Source: an optimization exercise on an open RTL-to-GDS flow (aim: a short achievable clock period and few clock cycles). Production flows keep margins and buffers that such runs may drop.
In this exercise RTL edits were held to simulation tests only and were not proved equivalent to the original.
Power is estimated from default activity; no workload was simulated.

==> run A: inputs <==
## pipelineCore
module pipelineCore (
    input  wire logic                              clk,
    input  wire logic                              rstN,
    output logic      [corePkg::dataWidth-1:0]     fetchAddr,
    input  wire isaPkg::instrWordT                 fetchInstr,
    output logic                                   wbEnable,
    output logic      [corePkg::regAddrWidth-1:0]  wbDest,
    output logic      [corePkg::dataWidth-1:0]     wbData
);
==> flow/config.mk <==
export PLATFORM = sky130hd
export DESIGN_NAME = pipelineCore
export DESIGN_NICKNAME = pipelineCore
export VERILOG_FILES = /design/flow/design.v
export SDC_FILE = /design/flow/constraint.sdc
export NUM_CORES = 8
export LEC_CHECK = 0
export ABC_CLOCK_PERIOD_IN_PS = 2500
export CAP_MARGIN = 60
export CORE_MARGIN = 2
export CORE_UTILIZATION = 45
export SLEW_MARGIN = 60
==> flow/constraint.sdc <==
create_clock -name core_clock -period 10.0 [get_ports {clk}]
set_input_delay 2.0000 -clock core_clock [delete_from_list [all_inputs] [get_ports {clk}]]
set_output_delay 2.0000 -clock core_clock [all_outputs]
set_load 0.01 [all_outputs]
standard.sh (not shown) runs the stock make flow with config.mk's settings and CLKGATE_MAP_FILE= SYNTH_SCRIPT=/design/flow/synth_recipe.tcl, a recipe that flattens the netlist after the stock synthesis.
==> flow/flow/run.sh <==
#!/bin/bash
set -o pipefail
BASE="sky130_fd_sc_hd__probe_p_8 sky130_fd_sc_hd__probec_p_8 sky130_fd_sc_hd__lpflow_bleeder_1 sky130_fd_sc_hd__lpflow_clkbufkapwr_1 sky130_fd_sc_hd__lpflow_clkbufkapwr_16 sky130_fd_sc_hd__lpflow_clkbufkapwr_2 sky130_fd_sc_hd__lpflow_clkbufkapwr_4 sky130_fd_sc_hd__lpflow_clkbufkapwr_8 sky130_fd_sc_hd__lpflow_clkinvkapwr_1 sky130_fd_sc_hd__lpflow_clkinvkapwr_16 sky130_fd_sc_hd__lpflow_clkinvkapwr_2 sky130_fd_sc_hd__lpflow_clkinvkapwr_4 sky130_fd_sc_hd__lpflow_clkinvkapwr_8 sky130_fd_sc_hd__lpflow_decapkapwr_12 sky130_fd_sc_hd__lpflow_decapkapwr_3 sky130_fd_sc_hd__lpflow_decapkapwr_4 sky130_fd_sc_hd__lpflow_decapkapwr_6 sky130_fd_sc_hd__lpflow_decapkapwr_8 sky130_fd_sc_hd__lpflow_inputiso0n_1 sky130_fd_sc_hd__lpflow_inputiso0p_1 sky130_fd_sc_hd__lpflow_inputiso1n_1 sky130_fd_sc_hd__lpflow_inputiso1p_1 sky130_fd_sc_hd__lpflow_inputisolatch_1 sky130_fd_sc_hd__lpflow_isobufsrc_1 sky130_fd_sc_hd__lpflow_isobufsrc_16 sky130_fd_sc_hd__lpflow_isobufsrc_2 sky130_fd_sc_hd__lpflow_isobufsrc_4 sky130_fd_sc_hd__lpflow_isobufsrc_8 sky130_fd_sc_hd__lpflow_isobufsrckapwr_16 sky130_fd_sc_hd__lpflow_lsbuf_lh_hl_isowell_tap_1 sky130_fd_sc_hd__lpflow_lsbuf_lh_hl_isowell_tap_2 sky130_fd_sc_hd__lpflow_lsbuf_lh_hl_isowell_tap_4 sky130_fd_sc_hd__lpflow_lsbuf_lh_isowell_4 sky130_fd_sc_hd__lpflow_lsbuf_lh_isowell_tap_1 sky130_fd_sc_hd__lpflow_lsbuf_lh_isowell_tap_2 sky130_fd_sc_hd__lpflow_lsbuf_lh_isowell_tap_4"
SLOW="sky130_fd_sc_hd__nor4_* sky130_fd_sc_hd__nor4b_* sky130_fd_sc_hd__nor4bb_* sky130_fd_sc_hd__or4_* sky130_fd_sc_hd__or4b_* sky130_fd_sc_hd__or4bb_* sky130_fd_sc_hd__o41a_* sky130_fd_sc_hd__o41ai_* sky130_fd_sc_hd__a2111o_* sky130_fd_sc_hd__a2111oi_* sky130_fd_sc_hd__xor3_* sky130_fd_sc_hd__xnor3_* sky130_fd_sc_hd__o32a_* sky130_fd_sc_hd__o32ai_* sky130_fd_sc_hd__o311a_* sky130_fd_sc_hd__o311ai_* sky130_fd_sc_hd__o2111a_* sky130_fd_sc_hd__o2111ai_* sky130_fd_sc_hd__dlygate* sky130_fd_sc_hd__dlymetal* sky130_fd_sc_hd__clkdlybuf* sky130_fd_sc_hd__fa_* sky130_fd_sc_hd__ha_* sky130_fd_sc_hd__nor3_* sky130_fd_sc_hd__or3_* sky130_fd_sc_hd__a222oi_* sky130_fd_sc_hd__nor3b_* sky130_fd_sc_hd__or3b_* sky130_fd_sc_hd__a311o_* sky130_fd_sc_hd__a311oi_* sky130_fd_sc_hd__o221ai_* sky130_fd_sc_hd__o221a_* sky130_fd_sc_hd__maj3_*"
bash standard.sh SETUP_SLACK_MARGIN=6.3 "DONT_USE_CELLS=$BASE $SLOW" finish > standard.log 2>&1
==> run E (differences from run A) <==
--- a/flow/design.v
+++ b/flow/design.v
@@ -73,12 +73,13 @@
     input  wire logic                           dirTaken,
     input  wire logic [11:2]                    dirPc,
     output logic      [corePkg::dataWidth-1:0]  fetchAddr,
     input  wire logic [31:0]                    fetchInstr,
     output logic                                dValid,
     output logic      [31:0]                    dInstr,
+    output logic      [corePkg::numRegs-1:0]    dRsSel,
     output logic      [corePkg::dataWidth-1:0]  dPc,
     output logic                                dPredTaken,
     output logic      [corePkg::dataWidth-1:2]  dTarget
 );
     localparam int W  = corePkg::dataWidth;
     localparam int N  = corePkg::btbEntries;
@@ -162,19 +163,25 @@
         endcase
         targetJ[27:15] = mid[12:0];
         targetJ[14:2]  = jLow[12:0];
     end
     assign predTaken = isJ || (isBr && (lookTaken || (!lookNotTaken && fetchInstr[15])));
     assign target    = ({(W-2){isJ}} & targetJ) | ({(W-2){!isJ}} & targetB);
+    logic          early, useJ, useB;
+    logic [W-1:0]  pcOther;
+    assign early   = redirectE || redirectD || stall;
+    assign useJ    = !early && isJ;
+    assign useB    = !early && isBr && predTaken;
     always_comb begin
-        if (redirectE || redirectD) pcNext = redirectE ? targetE : targetD;
-        else if (stall)             pcNext = pc;
-        else                        pcNext = {({(W-2){isJ}} & targetJ)
-                               | ({(W-2){isBr && !isJ && predTaken}} & targetB)
-                               | ({(W-2){!predTaken}} & pcPlus4), 2'b00};
+        if (redirectE)      pcOther = targetE;
+        else if (redirectD) pcOther = targetD;
+        else if (stall)     pcOther = pc;
+        else                pcOther = {pcPlus4, 2'b00};
     end
+    assign pcNext = {({(W-2){useJ}} & targetJ) | ({(W-2){useB}} & targetB)
+                     | ({(W-2){!useJ && !useB}} & pcOther[W-1:2]), 2'b00};
     always_ff @(posedge clk or negedge rstN) begin
         if (!rstN) begin
             pcOut  <= '0;
             pcInv  <= '1;
             dValid <= 1'b0;
         end else begin
@@ -185,13 +192,16 @@
         end
     end
     always_ff @(posedge clk) begin
         pcLook <= pcNext[11:2];
     end
     always_ff @(posedge clk) begin
-        if (!stall) dInstr <= fetchInstr;
+        if (!stall) begin
+            dInstr <= fetchInstr;
+            for (int i = 0; i < corePkg::numRegs; i++) dRsSel[i] <= fetchInstr[20:16] == 5'(i);
+        end
         dPc        <= pc;
         dPredTaken <= predTaken;
         dTarget    <= target;
     end
     assign wrIdx = dirPc[IW+1:2];
     always_ff @(posedge clk or negedge rstN) begin
@@ -213,13 +223,13 @@
 `default_nettype wire
 `timescale 1ns/1ns
 `default_nettype none
 module registerFile (
     input  wire logic                              clk,
     input  wire logic                              rstN,
-    input  wire logic [corePkg::regAddrWidth-1:0]  readAddrA,
+    input  wire logic [corePkg::numRegs-1:0]       readSelA,     
     input  wire logic [corePkg::regAddrWidth-1:0]  readAddrB,
     input  wire logic [corePkg::regAddrWidth-1:0]  readAddrC,
     output logic      [corePkg::dataWidth-1:0]     readDataA,
     output logic                                   readZeroA,    
     output logic      [corePkg::dataWidth-1:0]     readDataB,
     output logic      [corePkg::dataWidth-1:0]     readDataC,
@@ -242,14 +252,20 @@
             if (writeEnable && writeAddr == 5'(i)) begin
                 regs[i]   <= writeData;
                 isZero[i] <= writeZero;   
             end
         end
     end
-    assign readDataA = written[readAddrA] ? regs[readAddrA] : '0;
-    assign readZeroA = !written[readAddrA] || isZero[readAddrA];
+    always_comb begin
+        readDataA = '0;
+        readZeroA = 1'b0;
+        for (int i = 0; i < corePkg::numRegs; i++) begin
+            readDataA = readDataA | ({corePkg::dataWidth{readSelA[i] && written[i]}} & regs[i]);
+            readZeroA = readZeroA | (readSelA[i] && (!written[i] || isZero[i]));
+        end
+    end
     assign readDataB = written[readAddrB] ? regs[readAddrB] : '0;
     assign readDataC = written[readAddrC] ? regs[readAddrC] : '0;
 endmodule
 `default_nettype wire
 `timescale 1ns/1ns
 `default_nettype none
@@ -280,12 +296,13 @@
 `default_nettype none
 module decodeStage (
     input  wire logic                              clk,
     input  wire logic                              rstN,
     input  wire logic                              dValid,
     input  wire logic [31:0]                       dInstr,
+    input  wire logic [corePkg::numRegs-1:0]       dRsSel,       
     input  wire logic [corePkg::dataWidth-1:0]     dPc,
     input  wire logic                              dPredTaken,
     input  wire logic [corePkg::dataWidth-1:2]     dTarget,
     input  wire logic                              redirectE,
     input  wire logic                              wbEnable,
     input  wire logic [corePkg::regAddrWidth-1:0]  wbDest,
@@ -322,13 +339,13 @@
     logic         isAlu, isAddi, isLw, isSw, isBeqz, isBltz, isJ;
     logic         useB, regWrite;
     logic [W-1:0] immExt;
     logic [W-1:2] pcPlus4;
     logic [corePkg::dataMemDepth-1:0] memSel;
     logic [W-1:0] regA, regB, regC, valA, valB, valC;
-    logic         regZeroA;
+    logic         regZeroA, zeroA, takenD, resolveD;
     logic         fwdA, fwdB, fwdC, bypA, bypB, bypC;
     corePkg::aluCtlT aluCtl;
     assign opcode = dInstr[31:26];
     assign rd     = dInstr[25:21];
     assign rs     = dInstr[20:16];
     assign rt     = dInstr[15:11];
@@ -358,13 +375,13 @@
             endcase
         end
     end
     registerFile i_registerFile (
         .clk         (clk),
         .rstN        (rstN),
-        .readAddrA   (rs),
+        .readSelA    (dRsSel),
         .readAddrB   (rt),
         .readAddrC   (rd),
         .readDataA   (regA),
         .readZeroA   (regZeroA),
         .readDataB   (regB),
         .readDataC   (regC),
@@ -388,14 +405,17 @@
         .bypB      (bypB),
         .bypC      (bypC)
     );
     assign valA = bypA ? wbData : regA;
     assign valB = bypB ? wbData : regB;
     assign valC = bypC ? wbData : regC;
-    assign redirectD = 1'b0;
-    assign targetD   = '0;
+    assign zeroA     = bypA ? wbZero : regZeroA;
+    assign takenD    = isBeqz ? zeroA : valA[W-1];
+    assign resolveD  = (isBeqz || isBltz) && !fwdA;
+    assign redirectD = dValid && resolveD && takenD != dPredTaken && !redirectE;
+    assign targetD   = {dPredTaken ? pcPlus4 : dTarget, 2'b00};
     assign immExt  = {{(W-16){dInstr[15]}}, dInstr[15:0]};
     assign stall = dValid && (isLw || isSw) && fwdA
                    && (eAluCtl.selLoad || eAluCtl.selSlt) && !redirectE;
     sumDecode i_memDecode (
         .base   (valA[7:0]),
         .offset (dInstr[7:0]),
@@ -425,13 +445,13 @@
             eValid     <= 1'b1;
             eRegWrite  <= regWrite;
             eMemWrite  <= isSw;
             eIsBeqz    <= isBeqz;
             eIsBltz    <= isBltz;
             eIsJ       <= isJ;
-            ePredTaken <= dPredTaken;
+            ePredTaken <= resolveD ? takenD : dPredTaken;
             eDest      <= rd;
         end
     end
     always_ff @(posedge clk) begin
         eAluCtl  <= aluCtl;
         eOpA     <= valA;
@@ -687,12 +707,13 @@
 );
     logic [corePkg::regAddrWidth-1:0]  wbDestInt;
     logic [corePkg::dataWidth-1:0]     wbDataInt;
     localparam int W = corePkg::dataWidth;
     logic                              dValid, dPredTaken;
     logic [31:0]                       dInstr;
+    logic [corePkg::numRegs-1:0]       dRsSel;
     logic [W-1:0]                      dPc;
     logic [W-1:2]                      dTarget;
     logic                              redirectE, redirectD;
     logic [W-1:0]                      targetE, targetD;
     logic                              dirWrite, dirTaken;
     logic [11:2]                       dirPc;
@@ -708,16 +729,16 @@
     logic                              stall;
     logic [W-1:2]                      eRecover;
     logic [11:2]                       ePc;
     fetchStage i_fetchStage (
         .clk, .rstN, .redirectE, .targetE, .redirectD, .targetD, .stall, .dirWrite, .dirTaken, .dirPc,
         .fetchAddr, .fetchInstr,
-        .dValid, .dInstr, .dPc, .dPredTaken, .dTarget
+        .dValid, .dInstr, .dRsSel, .dPc, .dPredTaken, .dTarget
     );
     decodeStage i_decodeStage (
-        .clk, .rstN, .dValid, .dInstr, .dPc, .dPredTaken, .dTarget,
+        .clk, .rstN, .dValid, .dInstr, .dRsSel, .dPc, .dPredTaken, .dTarget,
         .redirectE, .wbEnable, .wbDest (wbDestInt), .wbData (wbDataInt), .wbZero,
         .stall, .redirectD, .targetD, .nextMemSel,
         .eValid, .eRegWrite, .eMemWrite, .eIsBeqz, .eIsBltz, .eIsJ,
         .ePredTaken, .eDest, .eAluCtl,
         .eOpA, .eOpB, .eOpC, .eAZero, .eMemSel, .eFwdA, .eFwdBr, .eFwdB, .eFwdC,
         .eRecover, .ePc
==> flow/flow/run.sh (replaced) <==
#!/bin/bash
# Layout flow: the standard ORFS flow (standard.sh: the same scripts and
# synthesis script), with these changes to how the layout is made:
#  - slow cells (high transistor stacks, adder cells, delay cells) are added
#    to the platform's don't-use list, so mapping and repair use faster
#    gates; flip-flop choices are unaffected;
#  - after synthesis, buf_1 is also kept out, so timing repair does not
#    build long chains of the weakest buffer.
# Each step's full output goes to its own log here (synth.log, layout.log);
# ORFS's per-step logs stay in orfs/logs.
set -o pipefail
BASE="sky130_fd_sc_hd__probe_p_8 sky130_fd_sc_hd__probec_p_8 sky130_fd_sc_hd__lpflow_bleeder_1 sky130_fd_sc_hd__lpflow_clkbufkapwr_1 sky130_fd_sc_hd__lpflow_clkbufkapwr_16 sky130_fd_sc_hd__lpflow_clkbufkapwr_2 sky130_fd_sc_hd__lpflow_clkbufkapwr_4 sky130_fd_sc_hd__lpflow_clkbufkapwr_8 sky130_fd_sc_hd__lpflow_clkinvkapwr_1 sky130_fd_sc_hd__lpflow_clkinvkapwr_16 sky130_fd_sc_hd__lpflow_clkinvkapwr_2 sky130_fd_sc_hd__lpflow_clkinvkapwr_4 sky130_fd_sc_hd__lpflow_clkinvkapwr_8 sky130_fd_sc_hd__lpflow_decapkapwr_12 sky130_fd_sc_hd__lpflow_decapkapwr_3 sky130_fd_sc_hd__lpflow_decapkapwr_4 sky130_fd_sc_hd__lpflow_decapkapwr_6 sky130_fd_sc_hd__lpflow_decapkapwr_8 sky130_fd_sc_hd__lpflow_inputiso0n_1 sky130_fd_sc_hd__lpflow_inputiso0p_1 sky130_fd_sc_hd__lpflow_inputiso1n_1 sky130_fd_sc_hd__lpflow_inputiso1p_1 sky130_fd_sc_hd__lpflow_inputisolatch_1 sky130_fd_sc_hd__lpflow_isobufsrc_1 sky130_fd_sc_hd__lpflow_isobufsrc_16 sky130_fd_sc_hd__lpflow_isobufsrc_2 sky130_fd_sc_hd__lpflow_isobufsrc_4 sky130_fd_sc_hd__lpflow_isobufsrc_8 sky130_fd_sc_hd__lpflow_isobufsrckapwr_16 sky130_fd_sc_hd__lpflow_lsbuf_lh_hl_isowell_tap_1 sky130_fd_sc_hd__lpflow_lsbuf_lh_hl_isowell_tap_2 sky130_fd_sc_hd__lpflow_lsbuf_lh_hl_isowell_tap_4 sky130_fd_sc_hd__lpflow_lsbuf_lh_isowell_4 sky130_fd_sc_hd__lpflow_lsbuf_lh_isowell_tap_1 sky130_fd_sc_hd__lpflow_lsbuf_lh_isowell_tap_2 sky130_fd_sc_hd__lpflow_lsbuf_lh_isowell_tap_4"
SLOW="sky130_fd_sc_hd__nor4_* sky130_fd_sc_hd__nor4b_* sky130_fd_sc_hd__nor4bb_* sky130_fd_sc_hd__or4_* sky130_fd_sc_hd__or4b_* sky130_fd_sc_hd__or4bb_* sky130_fd_sc_hd__o41a_* sky130_fd_sc_hd__o41ai_* sky130_fd_sc_hd__a2111o_* sky130_fd_sc_hd__a2111oi_* sky130_fd_sc_hd__xor3_* sky130_fd_sc_hd__xnor3_* sky130_fd_sc_hd__o32a_* sky130_fd_sc_hd__o32ai_* sky130_fd_sc_hd__o311a_* sky130_fd_sc_hd__o311ai_* sky130_fd_sc_hd__o2111a_* sky130_fd_sc_hd__o2111ai_* sky130_fd_sc_hd__dlygate* sky130_fd_sc_hd__dlymetal* sky130_fd_sc_hd__clkdlybuf* sky130_fd_sc_hd__fa_* sky130_fd_sc_hd__ha_* sky130_fd_sc_hd__nor3_* sky130_fd_sc_hd__or3_* sky130_fd_sc_hd__a222oi_* sky130_fd_sc_hd__nor3b_* sky130_fd_sc_hd__or3b_* sky130_fd_sc_hd__a311o_* sky130_fd_sc_hd__a311oi_* sky130_fd_sc_hd__o221ai_* sky130_fd_sc_hd__o221a_* sky130_fd_sc_hd__maj3_* sky130_fd_sc_hd__a21o_* sky130_fd_sc_hd__a211o_* sky130_fd_sc_hd__a221o_* sky130_fd_sc_hd__a22o_* sky130_fd_sc_hd__a2bb2o_* sky130_fd_sc_hd__a31o_* sky130_fd_sc_hd__a32o_* sky130_fd_sc_hd__a41o_* sky130_fd_sc_hd__o21a_* sky130_fd_sc_hd__o211a_* sky130_fd_sc_hd__o21ba_* sky130_fd_sc_hd__o22a_* sky130_fd_sc_hd__o2bb2a_* sky130_fd_sc_hd__o31a_* sky130_fd_sc_hd__and4_* sky130_fd_sc_hd__and4b_* sky130_fd_sc_hd__and4bb_* sky130_fd_sc_hd__a41oi_*"
bash standard.sh SETUP_SLACK_MARGIN=6.3  "DONT_USE_CELLS=$BASE $SLOW" synth > synth.log 2>&1 || exit 1
bash standard.sh SETUP_SLACK_MARGIN=6.3  "DONT_USE_CELLS=$BASE $SLOW sky130_fd_sc_hd__buf_1" finish > layout.log 2>&1
==> notes <==
Run A went through all stages and came out clean. Run E completed with no timing, DRC or antenna violations.
Between run E and run A, the lower wire length is in run A (gap about 12%, measured against run A).
Of run A and run E, run E has the higher worst setup slack (gap 39 ps).
Against run A, the area after synthesis of run E is lower by 0.22%.
Of run A and run E, run E has the higher global-route usage (gap 3.9 points).
Against run A, the synthesized cell count of run E is higher by about 8%.
Against run E, the register-to-register slack of run A is higher by 330 ps.
Against run A, the flip-flop and latch count of run E is higher by 59.
==> figures <==
Outcome: run E timing/DRC/antenna clean; run A timing/DRC/antenna clean
Share of flip-flops with an asynchronous set or reset after synthesis: run E 6.15%; run A 6.35%
Global-route track usage on met3: run E 12.0%; run A 8.88%
Leakage power figure: run E 65.4 nW; run A 63.2 nW
Final area over synthesized area: run E 1.184x; run A 1.174x
Util after Layout: run E 53.4%; run A 53.0%
Number of register bits inferred by synthesis: run E 3886; run A 3827
Average wire length per cell after detail routing: run E 42.6 um; run A 40.1 um
Number of buffers inserted by post-CTS setup repair: run E 147; run A 105
Starting density of the core: run E 45.1%; run A 45.2%
Internal Pwr Total: run E 0.0288 W; run A 0.0286 W
Post-synthesis cell count: run E 11200; run A 10300
Antenna violations before repair: run E 67; run A 39
Fraction of power consumed by the clock network: run E 39.3%; run A 39.0%
Worst-case reg-to-reg path depth: run E 17; run A 15
Testbench counts of run A, summed over its fixed seeds: cycles 61,886.
Testbench counts of run E, summed over its fixed seeds: cycles 61,491.

-- re-timing with driven ports --
The results above use ideal ports. As a check the final layouts listed here were re-extracted and re-timed, cells and wires unchanged. Step 1 (the two cells are an assumption about what drives the block):
set clk [get_ports {clk}]
set_driving_cell -lib_cell sky130_fd_sc_hd__clkbuf_16 $clk
set_driving_cell -lib_cell sky130_fd_sc_hd__buf_2 [delete_from_list [all_inputs] $clk]
Step 2 times the ports against the registers' clock, not the clock port: input delays grow and output delays shrink by t, the midpoint of the rising clock arrivals with the driver on. Three values: no drivers, after step 1, after step 2; two values: the first two.
run | shift t [ns] | setup slack, ns | hold slack, ns | clock arrival spread, ns | pins driven straight from the clock port
run A | 1.087 | 5.880 / 5.932 / 4.845 | 0.372 / 0.372 / 0.372 | 0.115 / 0.116 | 1
run E | 1.092 | 5.919 / 5.919 / 4.992 | 0.365 / 0.365 / 0.365 | 0.126 / 0.126 | 1
After both steps every run listed still meets setup and hold. For run A, which loses most, drivers alone change the setup slack by +0.052 ns; drivers and shift together by -1.035 ns.
